Source: an optimization exercise on an open RTL-to-GDS flow (aim: small area and a short achievable clock period). Production flows keep margins and buffers that such runs may drop.
The RTL was checked by simulation tests, not by an equivalence proof against the original design.
Power figures rest on the tool's default switching activity, not on a simulated workload.

job 101:
## array_multiplier
module array_multiplier (
	input  logic                     clk,
	input  logic                     reset,
	input  logic                     in_valid,
	input  mult_sizes_pkg::operand_t x,
	input  mult_sizes_pkg::operand_t y,
	output logic                     product_valid,
	output mult_sizes_pkg::product_t product
);
Settings: LEC_CHECK=0, CAP_MARGIN=20, CORE_MARGIN=2, CORE_UTILIZATION=50, PLACE_DENSITY=0.65, SETUP_SLACK_MARGIN=3.72, SLEW_MARGIN=20, SYNTH_HIERARCHICAL=1; clock period 6.0 ns.
standard.sh (not shown) runs the stock make flow with config.mk's settings and CLKGATE_MAP_FILE= SYNTH_SCRIPT=/design/flow/synth_recipe.tcl, a recipe that flattens the netlist after the stock synthesis.
==> flow/flow/run.sh <==
#!/bin/bash
# Layout flow: the standard ORFS flow (standard.sh, unchanged synthesis),
# with smaller port buffers and a clock tree built from clkbuf_8 without
# dummy loads. Each tool's output goes to a log file in this folder.
set -euo pipefail
export BUFFER_PORTS_ARGS="-buffer_cell sky130_fd_sc_hd__buf_1"
export CTS_ARGS="-sink_clustering_enable -repair_clock_nets -sink_clustering_size 12 -sink_clustering_max_diameter 60 -buf_list sky130_fd_sc_hd__clkbuf_8 -dont_use_dummy_load"
bash standard.sh finish > flow_make.log 2>&1
Input-level comparison between job 104 and job 101:
Settings: swapping 50 for 55 in CORE_UTILIZATION; swapping 0.65 for 0.7 in PLACE_DENSITY.
==> flow/flow/run.sh <==
#!/bin/bash
# Layout flow: the standard ORFS flow (standard.sh, unchanged synthesis),
# with smaller port buffers and a clock tree built from clkbuf_8 without
# dummy loads. Each tool's output goes to a log file in this folder.
set -euo pipefail
export BUFFER_PORTS_ARGS="-buffer_cell sky130_fd_sc_hd__buf_1"
export CTS_ARGS="-sink_clustering_enable -repair_clock_nets -sink_clustering_size 15 -sink_clustering_max_diameter 80 -buf_list sky130_fd_sc_hd__clkbuf_8 -dont_use_dummy_load"
bash standard.sh finish > flow_make.log 2>&1
==> comparison <==
Total power: job 104 better than job 101
Lower met2 global-route usage was reported by job 101, not job 104.
The global routing usage on met1 of job 104 exceeds that of job 101 by 0.43 points.
Worst path setup slack after routing: higher on job 104
Transition time at the pin with the least slew margin for job 104: 0.0043 ns down relative to job 101
The run showing the greater layout buffer count excluding clock buffers is job 104.
Per the comparison of job 104 with job 101, met3 track utilization from global routing increased by 0.57 points relative to the old numbers, fraction of power spent switching nets closely matched the old numbers, largest voltage drop on the vdd net increased by 0.000022 V relative to the old numbers.
Global-route usage sits higher in job 104 than in job 101.
Job 101 has a higher number of clock buffers in the layout than job 104.

========
Starting RTL as in the previous note.
==> flow/config.mk <==
export PLATFORM = sky130hd
export DESIGN_NAME = array_multiplier
export DESIGN_NICKNAME = array_multiplier
export VERILOG_FILES = /design/flow/design.v
export SDC_FILE = /design/flow/constraint.sdc
export NUM_CORES = 4
export LEC_CHECK = 0
export CAP_MARGIN = 20
export CORE_MARGIN = 2
export CORE_UTILIZATION = 55
export PLACE_DENSITY = 0.7
export SETUP_SLACK_MARGIN = 3.7
export SLEW_MARGIN = 20
export SYNTH_HIERARCHICAL = 1
==> flow/constraint.sdc <==
create_clock -name core_clock -period 6.0 [get_ports {clk}]
set_input_delay 1.2000 -clock core_clock [delete_from_list [all_inputs] [get_ports {clk}]]
set_output_delay 1.2000 -clock core_clock [all_outputs]
set_load 0.01 [all_outputs]
==> flow/flow/run.sh <==
#!/bin/bash
# Layout flow: the standard ORFS flow (standard.sh, unchanged synthesis),
# with smaller port buffers and a clock tree built from clkbuf_8 without
# dummy loads. Each tool's output goes to a log file in this folder.
set -euo pipefail
export BUFFER_PORTS_ARGS="-buffer_cell sky130_fd_sc_hd__buf_1"
export CTS_ARGS="-sink_clustering_enable -repair_clock_nets -sink_clustering_size 12 -sink_clustering_max_diameter 60 -buf_list sky130_fd_sc_hd__clkbuf_8 -dont_use_dummy_load"
bash standard.sh finish > flow_make.log 2>&1
The starting point finished clean.
==> next run, changes <==
Settings changed: SETUP_SLACK_MARGIN 3.7 to 3.74.
=>
- The changed run completed without violations
- global-route usage grows by 0.15 points
- worst setup slack improves by 0.014 ns
- non-clock buffer count grows by 15
- total power grows by 0.72%
- count of clock-buffer cells in the layout does not change

========
Setup of v6:
array_multiplier, a different RTL version from the one above (not shown whole).
Size in the first run: about 860 cells after synthesis, roughly 68 I/O pins, ~9800 um^2 of cells after synthesis.
Design array_multiplier, start of the top module:
module array_multiplier (
	input  logic                     clk,
	input  logic                     reset,
	input  logic                     in_valid,
	input  mult_sizes_pkg::operand_t x,
	input  mult_sizes_pkg::operand_t y,
	output logic                     product_valid,
	output mult_sizes_pkg::product_t product
);
	logic r325;
	logic r326;
	logic r327;
	logic r330;
	logic r331;
	logic r348;
	logic r349;
	logic r350;
	logic r371;
	logic r372;
	logic r373;
	logic r396;
	logic r397;
	logic r398;
	logic r421;
	logic r422;
	logic r423;
	logic r426;
	logic r427;
	logic r452;
	logic r453;
	logic r454;
	logic r457;
	logic r484;
	logic r485;
	logic r486;
	logic r489;
	logic r516;
	logic r517;
	logic r518;
	logic r521;
	logic r546;
	logic r547;
	logic r548;
	logic r551;
	logic r552;
	logic r575;
	logic r576;
	logic r577;
	logic r580;
	logic r581;
	logic r604;
	logic r605;
	logic r606;
	logic r627;
	logic r628;
	logic r629;
	logic r632;
	logic r649;
	logic r650;
  ...
==> flow/config.mk <==
export PLATFORM = sky130hd
export DESIGN_NAME = array_multiplier
export DESIGN_NICKNAME = array_multiplier
export VERILOG_FILES = /design/flow/design.v
export SDC_FILE = /design/flow/constraint.sdc
export NUM_CORES = 4
export LEC_CHECK = 0
export CAP_MARGIN = 20
export CORE_MARGIN = 2
export CORE_UTILIZATION = 40
export SETUP_SLACK_MARGIN = 3.0
export SLEW_MARGIN = 20
export SYNTH_HIERARCHICAL = 1
==> flow/constraint.sdc <==
create_clock -name core_clock -period 6.0 [get_ports {clk}]
set_input_delay 1.2000 -clock core_clock [delete_from_list [all_inputs] [get_ports {clk}]]
set_output_delay 1.2000 -clock core_clock [all_outputs]
set_load 0.01 [all_outputs]
run.sh (not shown) runs the stock make flow with config.mk's settings and CLKGATE_MAP_FILE= SYNTH_SCRIPT=/design/flow/synth_recipe.tcl, a recipe that flattens the netlist after the stock synthesis.
Stock flow here: none of the scripts above is used.
What v7 does differently from v6 at the input level:
# v6
export LEC_CHECK = 0
export CAP_MARGIN = 20
export CORE_MARGIN = 2
export CORE_UTILIZATION = 40
export SETUP_SLACK_MARGIN = 3.0
export SLEW_MARGIN = 20
export SYNTH_HIERARCHICAL = 1
create_clock -name core_clock -period 6.0 [get_ports {clk}]
# v7
export LEC_CHECK = 0
export CAP_MARGIN = 20
export CORE_MARGIN = 2
export CORE_UTILIZATION = 40
export SLEW_MARGIN = 20
export SYNTH_HIERARCHICAL = 1
create_clock -name core_clock -period 6.0 [get_ports {clk}]
==> flow/flow/run.sh (new file) <==
#!/bin/bash
# Layout flow: the standard ORFS flow (standard.sh, unchanged synthesis),
# with smaller port buffers and a clock tree built from clkbuf_8 without
# dummy loads. Each tool's output goes to a log file in this folder.
set -euo pipefail
export BUFFER_PORTS_ARGS="-buffer_cell sky130_fd_sc_hd__buf_1"
export CTS_ARGS="-sink_clustering_enable -repair_clock_nets -buf_list sky130_fd_sc_hd__clkbuf_8 -dont_use_dummy_load"
bash standard.sh finish > flow_make.log 2>&1
==> flow/standard.sh (new file) <==
#!/bin/bash
# synth_recipe.tcl (not shown) runs the flow's synth.tcl, then flattens the netlist and writes it again
# the make line also repeats each setting of config.mk as NAME=value (left out here)
make -C /OpenROAD-flow-scripts/flow DESIGN_CONFIG=/design/flow/config.mk WORK_HOME=/design/flow/orfs CLKGATE_MAP_FILE= SYNTH_SCRIPT=/design/flow/synth_recipe.tcl "${@:-finish}"
removed: flow/run.sh
==> comparison <==
Wire length on met3 went up by a little under 10% going from v6 to v7. v7 vs. v6: switching power of the nets went down by 15%. Max overall routed net length across v6 and v7: v6. v7 vs. v6: clock power decreased 49%; leakage power of the design decreased about 13%.

========
Setup of job 3839:
array_multiplier with an RTL version that a note above also has.
Size in the first run: roughly 890 cells after synthesis, ~220 flip-flops, about 68 I/O pins.
==> flow/config.mk <==
export PLATFORM = sky130hd
export DESIGN_NAME = array_multiplier
export DESIGN_NICKNAME = array_multiplier
export VERILOG_FILES = /design/flow/design.v
export SDC_FILE = /design/flow/constraint.sdc
export NUM_CORES = 4
export LEC_CHECK = 0
export CAP_MARGIN = 20
export CORE_MARGIN = 2
export CORE_UTILIZATION = 55
export PLACE_DENSITY = 0.7
export SETUP_SLACK_MARGIN = 3.72
export SLEW_MARGIN = 20
export SYNTH_HIERARCHICAL = 1
==> flow/constraint.sdc <==
create_clock -name core_clock -period 6.0 [get_ports {clk}]
set_input_delay 1.2000 -clock core_clock [delete_from_list [all_inputs] [get_ports {clk}]]
set_output_delay 1.2000 -clock core_clock [all_outputs]
set_load 0.01 [all_outputs]
standard.sh (not shown) runs the stock make flow with config.mk's settings and CLKGATE_MAP_FILE= SYNTH_SCRIPT=/design/flow/synth_recipe.tcl, a recipe that flattens the netlist after the stock synthesis.
==> flow/flow/run.sh <==
#!/bin/bash
# Layout flow: the standard ORFS flow (standard.sh, unchanged synthesis),
# with smaller port buffers and a clock tree built from clkbuf_8 without
# dummy loads. Each tool's output goes to a log file in this folder.
set -euo pipefail
export BUFFER_PORTS_ARGS="-buffer_cell sky130_fd_sc_hd__buf_1"
export CTS_ARGS="-sink_clustering_enable -repair_clock_nets -sink_clustering_size 12 -sink_clustering_max_diameter 60 -buf_list sky130_fd_sc_hd__clkbuf_8 -dont_use_dummy_load"
bash standard.sh finish > flow_make.log 2>&1
Job 3839 ran to completion and came out clean on the timing, design-rule and antenna checks.
Changes in job 5394 relative to job 3839:
- SETUP_SLACK_MARGIN changed from 3.72 to 3.68
- The area occupied by registers was comparable across job 3839 and job 5394.
- Between job 3839 and job 5394, setup slack is lower for job 5394, job 3839 comes in above that.
- Design area: job 5394 vs job 3839, no meaningful difference
- Of the two values seen for critical path launch point, r860$_DFF_P_ was produced by job 5394 and r896$_DFF_P_ by job 3839.

==> afterwards: timing with drivers on the ports <==
In the flow no input, the clock included, has a driving cell. The finished layouts below were timed again as built, in two steps.
Step 1, drivers: a clkbuf_16 drives clk and a buf_2 each remaining input, both assumed.
Step 2 adds t to the input delays and takes it off the output delays; t is the mean of the earliest and latest rising clock arrival at the registers after step 1. Input paths then give back, and output paths get back, about the clock's delay inside the block.
a / b / c = ideal ports / drivers / drivers and shift; a / b = the first two.
| run | shift t [ns] | setup WS [ns] | worst setup path at the end | worst data-port slew with drivers (ns) | cell pins on the clock port's net |
|---|---|---|---|---|---|
| job 101 | 0.568 | 3.731 / 3.731 / 3.731 | register to register | 0.04 | 1 |
| job 104 | 0.544 | 3.755 / 3.755 / 3.755 | register to register | 0.04 | 1 |
| the first run of note 2 | 0.554 | 3.725 / 3.725 / 3.725 | register to register | 0.04 | 1 |
| the second run of note 2 | 0.561 | 3.739 / 3.739 / 3.739 | register to register | 0.04 | 1 |
| v6 | 0.471 | 3.020 / 3.009 / 2.554 | input to register | 0.06 | 1 |
| v7 | 0.471 | 2.255 / 2.271 / 1.800 | input to register | 0.03 | 1 |
| job 3839 | 0.556 | 3.744 / 3.744 / 3.744 | register to register | 0.04 | 1 |
| job 5394 | 0.549 | 3.726 / 3.726 / 3.726 | register to register | 0.04 | 1 |
After both steps setup and hold are still met in every run listed. For v6, which loses most, drivers alone change the setup slack by -0.011 ns; drivers and shift together by -0.466 ns.
